Source: an optimization exercise on an open RTL-to-GDS flow (aim: small area, a short achievable clock period and few clock cycles). Production flows keep margins and buffers that such runs may drop. Function was checked by simulation only, so behaviour that the tests miss may differ from the original.

Design ss_pipeline, start of the top module:
module ss_pipeline (
	input  logic         clock,
	input  logic         reset,
	output logic [7:0]   imem_addr,
	input  logic [47:0]  imem_data,
	output logic [2:0]   commit_valid,
	output logic [23:0]  commit_pc,
	output logic [2:0]   commit_wr_en,
	output logic [8:0]   commit_rd,
	output logic [47:0]  commit_data,
	output logic [2:0]   commit_stop,
	output logic         halted
);
==> flow/config.mk <==
export PLATFORM = sky130hd
export DESIGN_NAME = ss_pipeline
export DESIGN_NICKNAME = ss_pipeline
export VERILOG_FILES = /design/flow/design.v
export SDC_FILE = /design/flow/constraint.sdc
export NUM_CORES = 4
export LEC_CHECK = 0
export CAP_MARGIN = 20
export CORE_MARGIN = 2
export CORE_UTILIZATION = 40
export SETUP_SLACK_MARGIN = 3
export SLEW_MARGIN = 20
==> flow/constraint.sdc <==
create_clock -name core_clock -period 6.0 [get_ports {clock}]
set_input_delay 1.2000 -clock core_clock [delete_from_list [all_inputs] [get_ports {clock}]]
set_output_delay 1.2000 -clock core_clock [all_outputs]
set_load 0.01 [all_outputs]
run.sh (not shown) runs the stock make flow with config.mk's settings and CLKGATE_MAP_FILE= SYNTH_SCRIPT=/design/flow/synth_recipe.tcl, a recipe that flattens the netlist after the stock synthesis.
Testbench counts at the start, summed over its fixed seeds: cycles 4,922.
Rerun with:
CORE_UTILIZATION = 70   (was 40)
=>
- Now the flow aborted during global routing (GRT-0232)
- synthesized area is unchanged
- synthesized cell count is unchanged

========
JK:
Another version of the RTL of ss_pipeline (not shown whole).
Size: ~220 flip-flops, about 150 I/O pins, about 12000 um2 of cells after synthesis.
export LEC_CHECK = 0
export CAP_MARGIN = 20
export CORE_MARGIN = 2
export CORE_UTILIZATION = 40
export SETUP_SLACK_MARGIN = 3
export SLEW_MARGIN = 20
create_clock -name core_clock -period 6.0 [get_ports {clock}]
standard.sh (not shown) runs the stock make flow with config.mk's settings and CLKGATE_MAP_FILE= SYNTH_SCRIPT=/design/flow/synth_recipe.tcl, a recipe that flattens the netlist after the stock synthesis.
==> flow/flow/run.sh <==
#!/bin/bash
# The standard layout (standard synthesis, floorplan, placement, CTS,
# routing), except that the port buffers placed before global placement
# are sky130_fd_sc_hd__buf_4 rather than the flow's default choice (a
# clkdlybuf4s50 delay buffer), which is slow on the input and output
# paths. Make's full output goes to flow_make.log in this folder; ORFS
# keeps each step's log under orfs/logs.
set -euo pipefail
bash standard.sh "BUFFER_PORTS_ARGS=-buffer_cell sky130_fd_sc_hd__buf_4" finish > flow_make.log 2>&1
Having completed the whole flow, JK delivered a layout that passed the timing, design-rule and antenna checks.
Testbench counts of JK, summed over its fixed seeds: cycles 7,372.
Modified inputs, MS compared to JK
==> flow/flow/run.sh <==
#!/bin/bash
# The standard layout (standard synthesis, floorplan, placement, CTS,
# routing), except that the port buffers placed before global placement
# are sky130_fd_sc_hd__buf_2 rather than the flow's default choice (a
# clkdlybuf4s50 delay buffer), which is slow on the input and output
# paths. Make's full output goes to flow_make.log in this folder; ORFS
# keeps each step's log under orfs/logs.
set -euo pipefail
bash standard.sh "BUFFER_PORTS_ARGS=-buffer_cell sky130_fd_sc_hd__buf_2" finish > flow_make.log 2>&1
==> comparison <==
- Both conditions hold for MS: the flow ran to the end and the final layout passed the timing, design-rule and antenna checks.
- Per the comparison of MS with JK, worst setup slack after layout saw a decrease; wire length reported by the detailed router saw a decrease; violation count after the first detailed-route iteration saw a decrease.
- A master of the slowest instance on the critical path of dfxtp_4 is what MS shows, while a311o_1 belongs to JK.
## Diff of input files: AL against MS
Settings: a change of SETUP_SLACK_MARGIN from 3 to 3.2.
==> flow/run.sh (new file) <==
#!/bin/bash
# synth_recipe.tcl (not shown) runs the flow's synth.tcl, then flattens the netlist and writes it again
# the make line also repeats each setting of config.mk as NAME=value (left out here)
make -C /OpenROAD-flow-scripts/flow DESIGN_CONFIG=/design/flow/config.mk WORK_HOME=/design/flow/orfs CLKGATE_MAP_FILE= SYNTH_SCRIPT=/design/flow/synth_recipe.tcl finish
removed: flow/flow/run.sh
removed: flow/standard.sh
Notes after the runs:
Relative to MS, final critical-path share of the clock period has gone down in AL. Vias: AL above MS. Final cell count, MS and AL: lower on MS. AL closes out successfully: all stages finished, all timing, DRC and antenna checks passed. Final cell area: AL above MS.

port drivers added, routing unchanged:
The results above use ideal ports. As a check the final layouts listed here were re-extracted and re-timed, cells and wires unchanged. Step 1: set_driving_cell puts a clkbuf_16 on clock and a buf_2 on each other input, an assumption about the parent block. Step 2 adds t to the input delays and takes it off the output delays; t is the mean of the earliest and latest rising clock arrival at the registers after step 1. Input paths then give back, and output paths get back, about the clock's delay inside the block. Three values: no drivers, after step 1, after step 2; two values: the first two.
run	shift t [ns]	setup slack, ns	hold WS [ns]	latest minus earliest clock arrival (ns)
the first run of note 1	0.637	2.623 / 2.623 / 2.050	0.327 / 0.327 / 0.327	0.032 / 0.031
JK	0.567	3.082 / 2.987 / 2.420	0.325 / 0.325 / 0.325	0.011 / 0.011
MS	0.570	3.058 / 3.011 / 2.518	0.326 / 0.326 / 0.326	0.021 / 0.021
AL	0.571	3.108 / 3.056 / 2.539	0.323 / 0.323 / 0.323	0.011 / 0.011
After both steps setup and hold are still met in every run listed. The setup slack of JK, which loses most, moves by -0.095 ns with the drivers and by -0.662 ns with both steps.
